Source: an optimization exercise on an open RTL-to-GDS flow (aim: small area and a short achievable clock period). Production flows keep margins and buffers that such runs may drop. No run shown here included a check of the RTL's function; only the layout flow was run. Power figures rest on the tool's default switching activity, not on a simulated workload.

$ cat design/flow/design.v
module arp_cache #(
  parameter int DEPTH     = 16,
  parameter int AGE_W     = 8,
  parameter int AGE_LIMIT = 200,
  parameter int TICK_DIV  = 16
) (
  input  logic                     i_clk,
  input  logic                     i_rst,
  input  logic                     i_upd_valid,
  input  logic [31:0]              i_upd_ip,
  input  logic [47:0]              i_upd_mac,
  input  logic                     i_seek_valid,
  input  logic [31:0]              i_seek_ip,
  input  logic                     i_flush,
  output logic                     o_seek_valid,
  output logic                     o_seek_hit,
  output logic [47:0]              o_seek_mac,
  output logic [$clog2(DEPTH):0]   o_count
);
  localparam int IDX_W = $clog2(DEPTH);
  localparam int TCK_W = $clog2(TICK_DIV);
  logic flush;
  assign flush = i_flush;
  logic [31:0]      tbl_ip  [DEPTH];
  logic [47:0]      tbl_mac [DEPTH];
  logic [AGE_W-1:0] tbl_exp [DEPTH];
  logic [DEPTH-1:0] tbl_valid;
  logic             s1_valid, s1_adv;
  logic [DEPTH-1:0] s1_sel;
  logic [31:0]      s1_ip;
  logic [47:0]      s1_mac;
  logic [TCK_W-1:0] tick_cnt;
  logic [AGE_W-1:0] gtick;
  logic [IDX_W-1:0] victim;
  logic             tick, upd_acc;
  logic [AGE_W-1:0] exp_new;
  logic [DEPTH-1:0] we, expire, upd_m, seek_m, vnext, free_oh, vict_oh, sel_next;
  logic             upd_any, any_free, bypass, seek_hit_c;
  logic [IDX_W-1:0] victim_n;
  logic [47:0]      seek_mac_c;
  logic [IDX_W:0]   cnt_c;
  assign tick  = &tick_cnt;
  assign upd_acc = i_upd_valid && (i_upd_ip != 32'd0) && !flush;
  assign exp_new = gtick + AGE_W'(AGE_LIMIT - 1) + AGE_W'(tick);
  always_comb begin
    for (int i = 0; i < DEPTH; i++) begin
      we[i]     = s1_sel[i];
      expire[i] = tick & tbl_valid[i] & (tbl_exp[i] == gtick);
      upd_m[i]  = tbl_valid[i] & (tbl_ip[i] == i_upd_ip);
      seek_m[i] = tbl_valid[i] & (tbl_ip[i] == i_seek_ip);
      vnext[i]  = s1_sel[i] | (tbl_valid[i] & ~expire[i]);
    end
  end
  always_comb begin
    upd_any  = |upd_m;
    any_free = ~&vnext;
    bypass   = s1_valid & (s1_ip == i_upd_ip);
    victim_n = (s1_valid & s1_adv) ? victim + IDX_W'(1) : victim;
    for (int i = 0; i < DEPTH; i++) begin
      free_oh[i] = ~vnext[i];
      for (int j = 0; j < i; j++) free_oh[i] = free_oh[i] & vnext[j];
      vict_oh[i] = (victim_n == IDX_W'(i));
    end
    for (int i = 0; i < DEPTH; i++)
      sel_next[i] = upd_acc & (bypass ? s1_sel[i]
                  : (upd_m[i] | (~upd_any & (any_free ? free_oh[i] : vict_oh[i]))));
  end
  always_comb begin
    seek_hit_c = |seek_m;
    seek_mac_c = '0;
    for (int i = 0; i < DEPTH; i++)
      seek_mac_c = seek_mac_c | ({48{seek_m[i]}} & tbl_mac[i]);
  end
  logic [1:0] cnt2 [8];
  logic [2:0] cnt4 [4];
  logic [3:0] cnt8 [2];
  always_comb begin
    for (int i = 0; i < 8; i++) cnt2[i] = 2'(tbl_valid[2*i]) + 2'(tbl_valid[2*i+1]);
    for (int i = 0; i < 4; i++) cnt4[i] = 3'(cnt2[2*i]) + 3'(cnt2[2*i+1]);
    for (int i = 0; i < 2; i++) cnt8[i] = 4'(cnt4[2*i]) + 4'(cnt4[2*i+1]);
    cnt_c = 5'(cnt8[0]) + 5'(cnt8[1]);
  end
  always_ff @(posedge i_clk or posedge i_rst) begin
    if (i_rst) s1_valid <= 1'b0;
    else       s1_valid <= upd_acc;
  end
  always_ff @(posedge i_clk) begin
    s1_adv <= ~bypass & ~upd_any & ~any_free;
    s1_sel <= sel_next;
    s1_ip  <= i_upd_ip;
    s1_mac <= i_upd_mac;
  end
  for (genvar i = 0; i < DEPTH; i++) begin : g_ent
    always_ff @(posedge i_clk) begin
      if (we[i]) begin
        tbl_ip[i]  <= s1_ip;
        tbl_mac[i] <= s1_mac;
        tbl_exp[i] <= exp_new;
      end
    end
  end
  always_ff @(posedge i_clk or posedge i_rst) begin
    if (i_rst)      tbl_valid <= '0;
    else if (flush) tbl_valid <= '0;
    else            tbl_valid <= we | (tbl_valid & ~expire);
  end
  always_ff @(posedge i_clk or posedge i_rst) begin
    if (i_rst) begin
      victim       <= '0;
      tick_cnt     <= '0;
      gtick        <= '0;
      o_seek_valid <= 1'b0;
      o_seek_hit   <= 1'b0;
      o_seek_mac   <= '1;
      o_count      <= '0;
    end else begin
      if (flush)
        victim <= '0;
      else if (s1_valid && s1_adv)
        victim <= victim + IDX_W'(1);
      tick_cnt     <= tick_cnt + TCK_W'(1);
      if (tick) gtick <= gtick + AGE_W'(1);
      o_seek_valid <= i_seek_valid;
      o_seek_hit   <= i_seek_valid && seek_hit_c;
      o_seek_mac   <= (i_seek_valid && seek_hit_c) ? seek_mac_c : '1;
      o_count      <= cnt_c;
    end
  end
endmodule
$ cat design/flow/config.mk
export PLATFORM = sky130hd
export DESIGN_NAME = arp_cache
export DESIGN_NICKNAME = arp_cache
export VERILOG_FILES = /design/flow/design.v
export SDC_FILE = /design/flow/constraint.sdc
export NUM_CORES = 4
export LEC_CHECK = 0
export CAP_MARGIN = 20
export CORE_MARGIN = 2
export CORE_UTILIZATION = 40
export SETUP_SLACK_MARGIN = 3.5
export SLEW_MARGIN = 20
$ cat design/flow/constraint.sdc
create_clock -name core_clock -period 6.0 [get_ports {i_clk}]
set_input_delay 1.2000 -clock core_clock [delete_from_list [all_inputs] [get_ports {i_clk}]]
set_output_delay 1.2000 -clock core_clock [all_outputs]
set_load 0.01 [all_outputs]
$ cat design/flow/run.sh
#!/bin/bash
# synth_recipe.tcl (not shown) runs the flow's synth.tcl, then flattens the netlist and writes it again
# the make line also repeats each setting of config.mk as NAME=value (left out here)
make -C /OpenROAD-flow-scripts/flow DESIGN_CONFIG=/design/flow/config.mk WORK_HOME=/design/flow/orfs CLKGATE_MAP_FILE= SYNTH_SCRIPT=/design/flow/synth_recipe.tcl finish
==> results by group, run 1 <==
Route
  • Avg WL per Cell: 38.5 um
  • Antenna viol nets, final: 0
  • Vias: 45900
  • Final WL: 280 mm
  • 1st-pass router iterations: 6
  • Via density per instance: 6.30
  • Remaining DRCs: 0
  • DRT iter0 DRCs: 8042

Worst setup path
  • Worst Setup End Kind: flip-flop
  • Crit-path max FO: 2
  • CP top delay family: adder cells
  • Cell mode on critical path: fa_2
  • Critical Path Source Type: flip-flop
  • WP depth: 11
  • Kind of critical path: reg -> reg
  • CP cell instances: clkinvlp_4, fa_2, fa_2, fa_2, fa_1, inv_2, ha_4, inv_2, fa_2, nor2b_1, o21a_1
  • Buf/Inv on CP: 3
  • Register-to-Register Path Depth: 11
  • Worst stage delay on the critical path: 0.65 ns
  • Register-to-register path setup slack: 2.23 ns
  • Crit path required time: 6.71 ns
  • WP data arrival: 4.48 ns
  • Crit-path slowest cell: fa_2

Clock network
  • Worst skew pair latency: 0.84 ns
  • Bufs on Longest Clock Path: 3
  • Clock sinks: 1593
  • CTS Buf Count: 167
  • CTS root buffer: clkbuf_16
  • CTS H-tree depth: 4
  • Number of hold buffers added after CTS: 0
  • CTS tree: built
  • Clock transition at the registers of the reported paths: 0.06 ns

Floorplan
  • Die height: 413 um
  • DIE AREA: 170000 um2
  • Initial core utilization: 0.404
  • Core area: 165000 um2
  • I/O pin cnt: 172
  • Std cell rows: 149
  • Overall die width: 413 um

Synth
  • Post-synth EDFFs: 1408
  • Cell area after synthesis: 66800 um2
  • Cell variety after synth: 66
  • Post-synthesis area per instance: 15.5 um2
  • Mapped Nets: 4447
  • Sequential cell area fraction in the yosys report: 0.696
  • #FFs+latches synth: 1593
  • Synth async-reset ratio: 0.0552
  • Ys flop type: edfxtp_1
  • Top-area cell type share of the netlist area: 0.633
  • Top post-synthesis cells by area: edfxtp_1 (63%), xor2_1 (11%), xnor2_1 (4.6%), dfxtp_1 (2.9%), nor4_1 (2.1%)
  • Yosys warns: 7
  • Dominant cell type by area after synthesis: edfxtp_1
  • Syn Inst Count: 4310

Cells and area
  • Share of post-route cells with drive strength above 1: 0.245
  • Cell area after layout: 86300 um2
  • # nets final: 5084
  • Most common cell after layout, fill and taps aside: edfxtp_1
  • Commonest cells after routing, fill and taps aside: edfxtp_1 (1408), xor2_1 (810), xnor2_1 (339)
  • Area growth syn-to-layout: 29.1%
  • FILL cells: 13300

Global routing
  • First-pass GRT wire length: 371 mm
  • Initial antenna violation count: 15
  • Largest net degree at the start of global routing: 59
  • Met2 usage in global routing: 0.469
  • GRT Resource Usage Total: 0.323
  • Grt met3 use: 0.0980
  • GR peak layer: met2
  • Met1 Usage GRT: 0.422
  • Vias in the first global route: 43300
  • Total global routing overflow: 0

Placement
  • # port buffers: 171
  • Post-DP HPWL: 135 mm
  • Gpl congestion: 0.962
  • Post-DP Area: 71600 um2

STA
  • RSZ-0062 raised after global routing: true
  • Endpoints failing hold: 0
  • Setup TNS: 0 ns
  • Hold Slack: 0.479 ns
  • Setup Viol. Count Final: 0
  • Worst Tran Pin Value: 1.09 ns
  • Clock skew: 0.0775 ns
  • Slew Viols, Final: 0
  • Post-route minimum period: 3.77 ns
  • Rel. slew slack: 0.273
  • Final Cycle Share: 0.628
  • FMAX: 266 MHz

Pwr
  • Leakage: 29.1 nW
  • Power density over cell area: 282 nW/um2
  • Peak supply drop: 291 uV

Run
  • Max-Cap Viols: 0

Status
  • Status: timing/DRC/antenna clean

Hold path
  • Worst min path class: reg -> reg
  • WHS Path Cells: 1
==> timing repair <==
| action | in CTS | in global routing |
|---|---|---|
| hold endpoints to repair | 0 | 0 |
| pin swaps | 195 | 89 |
| resized for setup | 1139 | 107 |
| setup buffers | 275 | 48 |
| endpoints found under the setup margin | 228 | 183 |
| gates cloned | 71 | 4 |
==> cell type report <==
| type | count | area [um2] | area share |
|---|---|---|---|
| tap | 2189 | 2740 | 0.0318 |
| inverter | 46 | 196 | 0.00228 |
| sequential | 1593 | 46600 | 0.541 |
| antenna | 11 | 27.5 | 0.000319 |
| clock inverter | 91 | 981 | 0.0114 |
| timing repair buffer | 708 | 10300 | 0.119 |
| clock buffer | 221 | 4560 | 0.0529 |
| multi-input combinational | 2431 | 20900 | 0.242 |
==> kinds of logic (layout without fill, tap and decap cells) <==
| logic type | after synthesis | after routing | share of synthesized area |
|---|---|---|---|
| compound gates | 468 | 468 | 0.0570 |
| xor+xnor | 1195 | 1195 | 0.157 |
| fa+ha+maj | 20 | 20 | 0.00487 |
| buf+inv | 288 | 1066 | 0.0203 |
| flops | 1593 | 1593 | 0.696 |
| mux | 6 | 6 | 0.000937 |
| other cells | 0 | 11 | 0 |
| simple gates | 740 | 742 | 0.0642 |
==> per-layer routing <==
layer	wire, um	vias to the layer above	part of all wire
met3	40200	942	0.14
met1	99800	23300	0.36
met2	120000	3877	0.43
met4	20800	6	0.074
met5	29	-	0.00010
li1	-	17700	-
==> where the power goes <==
group	internal (mW)	leakage (nW)	switching (mW)	total (mW)
Clock	5.89	2.71	4.60	10.5
Sequential	12.1	14.6	0.141	12.3
Combinational	0.590	11.9	0.953	1.54
Total	18.6	29.1	5.69	24.3
==> registers in the layout (all words and copies together), names as in the netlist <==
| register | flops |
|---|---|
| s1_sel | 16 |
| victim | 4 |
| s1_ip | 32 |
| s1_adv | 1 |
| gtick | 8 |
| o_seek_hit | 1 |
| tbl_mac | 768 |
| s1_valid | 1 |
| tbl_ip | 512 |
| tick_cnt | 4 |
| tbl_valid | 16 |
| o_count | 5 |
| o_seek_mac | 48 |
| s1_mac | 48 |
| o_seek_valid | 1 |
| tbl_exp | 128 |
==> path summary, 6_finish.rpt <==
check                                    endpoint              startpoint
min                         tick_cnt[3]$_DFF_PP0_   tick_cnt[3]$_DFF_PP0_
max                          o_count[4]$_DFF_PP0_  tbl_valid[5]$_DFF_PP0_
max reg2reg                  o_count[4]$_DFF_PP0_  tbl_valid[5]$_DFF_PP0_
min in group asynchronous    o_seek_hit$_DFF_PP0_                   i_rst
min reg2reg                 tick_cnt[3]$_DFF_PP0_   tick_cnt[3]$_DFF_PP0_
max in group asynchronous  o_seek_valid$_DFF_PP0_                   i_rst
==> through the flow <==
stage / setup WS (ns) / power [mW] / util / instances
after CTS: 2.28 / 24.2 / 0.515 / 7227
after global placement: 0.904 / 13.6 / 0.433 / 6567
final: 2.23 / 24.3 / 0.522 / 7290
after global routing: 2.15 / 24.8 / 0.521 / 7280
after floorplan: 2.60 / 13.0 / - / 4310
after detailed placement: 0.929 / 13.6 / 0.433 / 6569
==> cell usage after synthesis, types with 6 or more instances <==
cell      instances
nand3_1          67
clkbuf_1         43
nor4_1          228
a22o_1          144
edfxtp_1       1408
a31oi_1          12
a221oi_1        144
xnor2_1         348
inv_1            45
nor3_1           57
o22ai_1           6
a21oi_1          16
dfrtp_1          40
o21ai_0          17
nor2_1           64
dfstp_2          48
nand2_1          40
buf_1            13
xor2_1          847
buf_2           172
ha_1             10
nor2b_1          14
dfxtp_1          97
nand2b_1         12
fa_1             10
and3_1           55
or4_1            13
nor3b_1           6
nand4_1         162
a22oi_1          99
buf_4            12
==> inputs of run 2 (changes only) <==
--- a/design/flow/design.v
+++ b/design/flow/design.v
@@ -71,14 +71,20 @@
     for (int i = 0; i < DEPTH; i++)
       seek_mac_c = seek_mac_c | ({48{seek_m[i]}} & tbl_mac[i]);
   end
-  logic [1:0] cnt2 [8];
-  logic [2:0] cnt4 [4];
-  logic [3:0] cnt8 [2];
+  logic [2:0] grp_cnt [4];
   always_comb begin
-    for (int i = 0; i < 8; i++) cnt2[i] = 2'(tbl_valid[2*i]) + 2'(tbl_valid[2*i+1]);
-    for (int i = 0; i < 4; i++) cnt4[i] = 3'(cnt2[2*i]) + 3'(cnt2[2*i+1]);
-    for (int i = 0; i < 2; i++) cnt8[i] = 4'(cnt4[2*i]) + 4'(cnt4[2*i+1]);
-    cnt_c = 5'(cnt8[0]) + 5'(cnt8[1]);
+    cnt_c = '0;
+    for (int g = 0; g < 4; g++) cnt_c = cnt_c + (IDX_W + 1)'(grp_cnt[g]);
+  end
+  always_ff @(posedge i_clk or posedge i_rst) begin
+    if (i_rst) begin
+      for (int g = 0; g < 4; g++) grp_cnt[g] <= '0;
+    end else if (flush) begin
+      for (int g = 0; g < 4; g++) grp_cnt[g] <= '0;
+    end else begin
+      for (int g = 0; g < 4; g++)
+        grp_cnt[g] <= 3'(vnext[4*g]) + 3'(vnext[4*g+1]) + 3'(vnext[4*g+2]) + 3'(vnext[4*g+3]);
+    end
   end
   always_ff @(posedge i_clk or posedge i_rst) begin
     if (i_rst) s1_valid <= 1'b0;
@@ -102,7 +108,7 @@
   always_ff @(posedge i_clk or posedge i_rst) begin
     if (i_rst)      tbl_valid <= '0;
     else if (flush) tbl_valid <= '0;
-    else            tbl_valid <= we | (tbl_valid & ~expire);
+    else            tbl_valid <= vnext;
   end
   always_ff @(posedge i_clk or posedge i_rst) begin
     if (i_rst) begin
--- a/design/flow/config.mk
+++ b/design/flow/config.mk
@@ -8,5 +8,5 @@
 export CAP_MARGIN = 20
 export CORE_MARGIN = 2
 export CORE_UTILIZATION = 40
-export SETUP_SLACK_MARGIN = 3.5
+export SETUP_SLACK_MARGIN = 3.0
 export SLEW_MARGIN = 20
==> results by group, run 2 <==
Route
  • Remaining DRCs: 0
  • Avg WL per Cell: 38.4 um
  • Via density per instance: 6.35
  • DRT iter0 DRCs: 8249
  • Antenna viol nets, final: 0
  • 1st-pass router iterations: 6
  • Vias: 46500
  • Final WL: 281 mm

Clock network
  • CTS Buf Count: 170
  • CTS root buffer: clkbuf_16
  • CTS H-tree depth: 4
  • Clock transition at the registers of the reported paths: 0.06 ns
  • Bufs on Longest Clock Path: 3
  • Number of hold buffers added after CTS: 0
  • CTS tree: built
  • Worst skew pair latency: 0.86 ns
  • Clock sinks: 1605

Synth
  • Dominant cell type by area after synthesis: edfxtp_1
  • Cell area after synthesis: 68600 um2
  • Mapped Nets: 4654
  • Count leader, synth: edfxtp_1
  • Top post-synthesis cells by area: edfxtp_1 (62%), xor2_1 (13%), nor4_1 (3.0%), dfxtp_1 (2.8%), dfrtp_1 (1.9%)
  • Post-synth EDFFs: 1408
  • Top-area cell type share of the netlist area: 0.616
  • Cell variety after synth: 68
  • Ys flop type: edfxtp_1
  • Yosys warns: 5
  • #FFs+latches synth: 1605
  • Post-synthesis area per instance: 15.2 um2
  • Sequential cell area fraction in the yosys report: 0.682
  • Syn Inst Count: 4505
  • Synth async-reset ratio: 0.0623
  • Post-synth top cells: edfxtp_1 (1408), xor2_1 (1056), nor4_1 (331), buf_2 (152), a221oi_1 (145)

Placement
  • Post-DP Area: 73400 um2
  • Gpl congestion: 1.00
  • # port buffers: 171
  • Post-DP HPWL: 148 mm
  • Pre-CTS setup slack: 1.14 ns

Worst setup path
  • Crit-path max FO: 4
  • Register-to-register path setup slack: 2.78 ns
  • R2r endpoint: s1_sel[14]$_DFF_P_
  • Worst Setup End Kind: flip-flop
  • Kind of critical path: reg -> reg
  • Crit-path slowest cell: dfrtp_4
  • CP cell instances: buf_12, xor2_2, nor4_2, nand3_2, a21oi_4, inv_1, ha_2, and4_1, o21ai_1, a31oi_1, and4b_2, nand4bb_4, buf_4, nor4_2, a21oi_1, o21ai_1
  • Worst stage delay on the critical path: 0.51 ns
  • Worst R2R Start: gtick[5]$_DFFE_PP0N_
  • Register-to-Register Path Depth: 16
  • WP data arrival: 3.97 ns
  • Critical Path Source Type: flip-flop
  • Crit path required time: 6.75 ns

Cells and area
  • Commonest cells after routing, fill and taps aside: edfxtp_1 (1408), xor2_1 (1018), nor4_1 (252)
  • Cell area after layout: 83800 um2
  • Number of flip-flops in the largest register: 768
  • Most common cell after layout, fill and taps aside: edfxtp_1
  • Share of post-route cells with drive strength above 1: 0.188
  • Most flops, register: tbl_mac
  • Largest registers: tbl_mac: 768 flops, tbl_ip: 512 flops, tbl_exp: 128 flops
  • # nets final: 5109
  • Area growth syn-to-layout: 22.2%
  • FILL cells: 14200
  • Core Util, Final: 0.494

Global routing
  • Initial antenna violation count: 21
  • First-pass GRT wire length: 371 mm
  • GRT Resource Usage Total: 0.311
  • Total global routing overflow: 0
  • Vias in the first global route: 43800
  • Largest net degree at the start of global routing: 101

STA
  • Slew Viols, Final: 0
  • Endpoints failing hold: 0
  • Rel. slew slack: 0.238
  • Post-route minimum period: 3.22 ns
  • RSZ-0062 raised after global routing: true
  • Final Cycle Share: 0.537
  • Setup WS post-layout: 2.78 ns
  • Setup Viol. Count Final: 0
  • Setup TNS: 0 ns
  • Hold Slack: 0.474 ns
  • Worst Tran Pin Value: 1.14 ns
  • FMAX: 310 MHz
  • Clock skew: 0.0588 ns

Hold path
  • WHS Path Cells: 1
  • WHS Endpoint: tick_cnt[3]$_DFF_PP0_
  • Hold_sp: tick_cnt[3]$_DFF_PP0_
  • Worst min path class: reg -> reg

Floorplan
  • Core area: 170000 um2
  • DIE AREA: 175000 um2
  • Std cell rows: 151
  • Die height: 418 um
  • I/O pin cnt: 172
  • Initial core utilization: 0.404
  • Overall die width: 418 um

Status
  • Status: timing/DRC/antenna clean

Pwr
  • Leakage: 28.3 nW
  • Peak supply drop: 278 uV
  • Power density over cell area: 291 nW/um2

Run
  • Max-Cap Viols: 0
==> run 2: where the power goes <==
group          leakage [nW]  switching, mW  total, mW  internal [mW]
Combinational          10.9          0.971       1.39          0.422
Clock                  2.69           4.64       10.6           5.98
Sequential             14.8          0.145       12.4           12.2
Total                  28.3           5.76       24.4           18.6
==> run 2: worst max path at each step <==
stage / start / cells after the start / endpoint / slack, ns
finish: gtick[5]$_DFFE_PP0N_ / 16 / s1_sel[14]$_DFF_P_ / 2.78
global route: gtick[6]$_DFFE_PP0N_ / 16 / s1_sel[14]$_DFF_P_ / 2.69
CTS: gtick[5]$_DFFE_PP0N_ / 15 / s1_sel[12]$_DFF_P_ / 2.86
detailed placement: i_seek_ip[17] / 10 / o_seek_mac[12]$_DFF_PP1_ / 1.14
global placement: i_seek_ip[17] / 11 / o_seek_mac[34]$_DFF_PP1_ / 1.04
floorplan: i_upd_ip[25] / 9 / s1_sel[10]$_DFF_P_ / 2.71
==> run 2: worst max-delay path: cells and delay by family, from the launching register on <==
| family | cells | cell delay [ns] |
|---|---|---|
| xor+xnor | 1 | 0.14 |
| flops | 1 | 0.51 |
| compound gates | 5 | 0.55 |
| fa+ha+maj | 1 | 0.16 |
| simple gates | 6 | 1.38 |
| buf+inv | 3 | 0.40 |
==> run 2: what timing repair did <==
| item | in CTS | in global routing |
|---|---|---|
| gates resized for setup | 408 | 205 |
| setup endpoints to repair | 158 | 88 |
| gates cloned | 32 | 12 |
| endpoints found under the hold margin | 0 | 0 |
| pin swaps | 76 | 66 |
| buffers inserted | 103 | 54 |
==> run 2: routing by layer <==
layer / track usage / up-vias / share of wire
met5: 0 / - / 0.000092
met4: 0.165 / 4 / 0.063
met3: 0.0751 / 876 / 0.12
met2: 0.476 / 3678 / 0.44
met1: 0.408 / 23800 / 0.37
li1: - / 18200 / -
==> run 2: cell families after synthesis <==
family / count (synthesis) / share of synthesized area
and+or+nand+nor: 922 / 0.0800
adders and majority gates: 32 / 0.00693
muxes: 3 / 0.000474
buffers and inverters: 276 / 0.0225
xor gates and xnor gates: 1199 / 0.153
DFF: 1605 / 0.682
AOI/OAI and AO/OA: 468 / 0.0550
==> run 2: per-stage QoR <==
stage | power, mW | instances
floorplan | 13.2 | 4505
global placement | 13.8 | 6804
detailed placement | 13.8 | 6805
CTS | 24.3 | 7256
global route | 24.9 | 7323
finish | 24.4 | 7328
==> run 2: area by class of cell <==
| type | count | area [um2] | share of cell area |
|---|---|---|---|
| clock inverters | 81 | 971 | 0.0116 |
| diodes | 6 | 15.0 | 0.000179 |
| well taps | 2218 | 2780 | 0.0331 |
| flip-flops and latches | 1605 | 46900 | 0.559 |
| repair buffers | 528 | 6650 | 0.0794 |
| clock buffers | 235 | 4630 | 0.0552 |
| multi-input cells | 2624 | 21800 | 0.260 |
| inverters | 30 | 131 | 0.00157 |
| repair inverters | 1 | 8.76 | 0.000104 |
==> inputs of run 3 (changes only) <==
--- a/design/flow/config.mk
+++ b/design/flow/config.mk
@@ -8,5 +8,7 @@
 export CAP_MARGIN = 20
 export CORE_MARGIN = 2
 export CORE_UTILIZATION = 40
+export CTS_BUF_LIST = sky130_fd_sc_hd__clkbuf_4 sky130_fd_sc_hd__clkbuf_8
+export CTS_CLUSTER_SIZE = 30
 export SETUP_SLACK_MARGIN = 3.0
 export SLEW_MARGIN = 20
==> results by group, run 3 <==
Clock network
  • CTS H-tree depth: 5
  • CTS root buffer: clkbuf_8
  • CTS tree: built
  • Bufs on Longest Clock Path: 4
  • CTS Buf Count: 290
  • Number of hold buffers added after CTS: 0
  • Clock transition at the registers of the reported paths: 0.06 ns
  • Worst skew pair latency: 1.06 ns
  • Clock sinks: 1605

Floorplan
  • Std cell rows: 151
  • Core area: 170000 um2
  • DIE AREA: 175000 um2
  • Die height: 418 um
  • Initial core utilization: 0.404
  • I/O pin cnt: 172
  • Overall die width: 418 um

Worst setup path
  • CP cell instances: buf_8, xor2_2, nor4_2, nand3_2, a21oi_4, inv_1, ha_2, and4_1, o21ai_1, a31oi_1, and4b_2, nand4bb_4, nor4_1, a21oi_1, o21ai_0
  • Worst Setup End Kind: flip-flop
  • Crit path required time: 6.90 ns
  • Kind of critical path: reg -> reg
  • WP data arrival: 4.07 ns
  • Crit-path max FO: 5
  • Critical Path Source: gtick[5]$_DFFE_PP0N_
  • Register-to-register path setup slack: 2.83 ns
  • Crit-path slowest cell: dfrtp_4
  • Critical Path Source Type: flip-flop
  • Worst R2R Start: gtick[5]$_DFFE_PP0N_
  • Register-to-Register Path Depth: 15
  • R2r endpoint: s1_sel[14]$_DFF_P_
  • Worst stage delay on the critical path: 0.51 ns

STA
  • Post-route minimum period: 3.17 ns
  • Setup TNS: 0 ns
  • FMAX: 315 MHz
  • Setup WS post-layout: 2.83 ns
  • RSZ-0062 raised after global routing: true
  • Rel. slew slack: 0.243
  • Worst Tran Pin Value: 1.13 ns
  • Final Cycle Share: 0.529
  • Clock skew: 0.104 ns
  • Slew Viols, Final: 0
  • Endpoints failing hold: 0
  • Setup Viol. Count Final: 0

Route
  • Vias: 46500
  • Via density per instance: 6.22
  • Antenna viol nets, final: 0
  • Final WL: 273 mm
  • Remaining DRCs: 0
  • Avg WL per Cell: 36.6 um
  • 1st-pass router iterations: 6
  • DRT iter0 DRCs: 7491

Placement
  • Pre-CTS setup slack: 1.14 ns
  • Gpl congestion: 1.00
  • # port buffers: 171
  • Post-DP HPWL: 148 mm

Global routing
  • Total global routing overflow: 0
  • Vias in the first global route: 44300
  • Largest net degree at the start of global routing: 101
  • First-pass GRT wire length: 362 mm
  • Initial antenna violation count: 22
  • GRT Resource Usage Total: 0.300

Cells and area
  • Share of post-route cells with drive strength above 1: 0.214
  • Number of flip-flops in the largest register: 768
  • Largest registers: tbl_mac: 768 flops, tbl_ip: 512 flops, tbl_exp: 128 flops
  • Commonest cells after routing, fill and taps aside: edfxtp_1 (1408), xor2_1 (1042), clkbuf_8 (326)
  • # nets final: 5175
  • Area growth syn-to-layout: 19.8%
  • Most common cell after layout, fill and taps aside: edfxtp_1
  • Most flops, register: tbl_mac
  • FILL cells: 14400

Synth
  • Count leader, synth: edfxtp_1
  • Cell variety after synth: 68
  • Post-synth top cells: edfxtp_1 (1408), xor2_1 (1056), nor4_1 (331), buf_2 (152), a221oi_1 (145)
  • Ys flop type: edfxtp_1
  • Sequential cell area fraction in the yosys report: 0.682
  • Top post-synthesis cells by area: edfxtp_1 (62%), xor2_1 (13%), nor4_1 (3.0%), dfxtp_1 (2.8%), dfrtp_1 (1.9%)
  • Synth async-reset ratio: 0.0623
  • Cell area after synthesis: 68600 um2
  • Mapped Nets: 4654
  • Syn Inst Count: 4505
  • Top-area cell type share of the netlist area: 0.616
  • Post-synth EDFFs: 1408
  • Yosys warns: 5
  • Post-synthesis area per instance: 15.2 um2
  • Dominant cell type by area after synthesis: edfxtp_1
  • #FFs+latches synth: 1605

Hold path
  • WHS Endpoint: s1_ip[31]$_DFF_P_
  • Hold_sp: i_upd_ip[31]
  • WHS Path Cells: 1
  • Worst min path class: in -> reg

Pwr
  • Leakage: 28.1 nW
  • Power density over cell area: 295 nW/um2
  • Peak supply drop: 150 uV

Status
  • Status: timing/DRC/antenna clean

Run
  • Max-Cap Viols: 0
==> run 3: cell types whose count changed in the layout (fill, tap and decap cells not counted), moves of 27 or more <==
cell           delta
buf_4            +27
buf_6            +29
clkbuf_1         -53
dlygate4sd2_1    -40
clkbuf_16       -169
clkbuf_8        +314
clkinv_1         +27
clkbuf_4         +79
==> run 3: report_power, final <==
group          internal [mW]  switching [mW]  total, mW
Sequential              12.2           0.140       12.4
Clock                   5.88            4.66       10.5
Combinational          0.375           0.960       1.34
==> run 3: through the flow <==
step | hold WS, ns | util | cells | power (mW) | area (um2)
after floorplan | 0.424 | - | 4505 | 13.2 | 69700
after global placement | 0.438 | 0.432 | 6804 | 13.8 | 73300
after detailed placement | 0.444 | 0.432 | 6805 | 13.8 | 73400
after CTS | 0.381 | 0.476 | 7397 | 24.2 | 80800
after global routing | 0.398 | 0.484 | 7465 | 24.8 | 82100
final | 0.426 | 0.484 | 7472 | 24.2 | 82200
==> run 3: layout make-up <==
cell class,instances,area (um2),area share
Multi-Input combinational cell,2625,21400,0.261
Timing Repair Buffer,474,5110,0.0622
Antenna cell,10,25.0,0.000305
Clock buffer,410,5120,0.0623
Clock inverter,100,693,0.00844
Inverter,30,131,0.00160
Sequential cell,1605,46900,0.571
Tap cell,2218,2780,0.0338
==> run 3: what timing repair did <==
item,CTS,global route
setup buffers,76,51
pin swaps,44,61
cloned,6,14
endpoints found under the setup margin,162,105
gates resized for setup,443,129
==> run 3: routing by layer <==
layer / GRT usage / vias up / part of all wire
met5: 0 / - / 0.00022
li1: - / 18400 / -
met1: 0.395 / 23800 / 0.38
met2: 0.463 / 3551 / 0.45
met4: 0.152 / 8 / 0.060
met3: 0.0695 / 808 / 0.12
==> run 3: cells by family (layout without fill, tap and decap cells) <==
family / count (synthesis) / in the layout / synth area share
buffers and inverters: 276 / 1014 / 0.0225
other: 0 / 10 / 0
adders and majority gates: 32 / 32 / 0.00693
and+or+nand+nor: 922 / 923 / 0.0800
xor gates and xnor gates: 1199 / 1199 / 0.153
DFF: 1605 / 1605 / 0.682
AOI/OAI and AO/OA: 468 / 468 / 0.0550
muxes: 3 / 3 / 0.000474
==> run 3: how the worst max path moves through the flow <==
| stage | end | depth (start not counted) |
|---|---|---|
| 6_report | s1_sel[14]$_DFF_P_ | 15 |
| 2_1_floorplan | s1_sel[10]$_DFF_P_ | 9 |
| 3_5_place_dp | o_seek_mac[12]$_DFF_PP1_ | 10 |
| 3_3_place_gp | o_seek_mac[34]$_DFF_PP1_ | 11 |
| 4_1_cts | s1_sel[12]$_DFF_P_ | 15 |
| 5_1_grt | s1_sel[12]$_DFF_P_ | 15 |
==> run 3: critical path: cells and delay by family, from the launching register on <==
kind            cells  cell delay, ns
compound gates      5            0.59
fa+ha+maj           1            0.16
flops               1            0.51
buf+inv             2            0.22
xor+xnor            1            0.14
simple gates        6            1.44

[separate check: timing with driven ports]
No port has a modelled driver above. Below, the same layouts with a new extraction and two added sets of constraints.
Step 1 assumes that a clkbuf_16 drives the clock port and a buf_2 every other input.
Step 2, shift: input delay + t, output delay - t, t = (earliest + latest rising clock arrival at the registers) / 2. This alone moves slack from input paths to output paths.
Slacks: no drivers / after step 1 / after step 2; pairs: no drivers / after step 1.
run | t (ns) | setup slack, ns | worst slew at a driven data input, ns
run 1 | 0.883 | 2.234 / 2.234 / 2.200 | 0.30
run 2 | 0.912 | 2.776 / 2.776 / 2.027 | 0.13
run 3 | 1.102 | 2.826 / 2.826 / 1.794 | 0.13
After both steps every run listed still meets setup and hold. For run 3, which loses most, drivers alone change the setup slack by 0.000 ns; drivers and shift together by -1.032 ns.
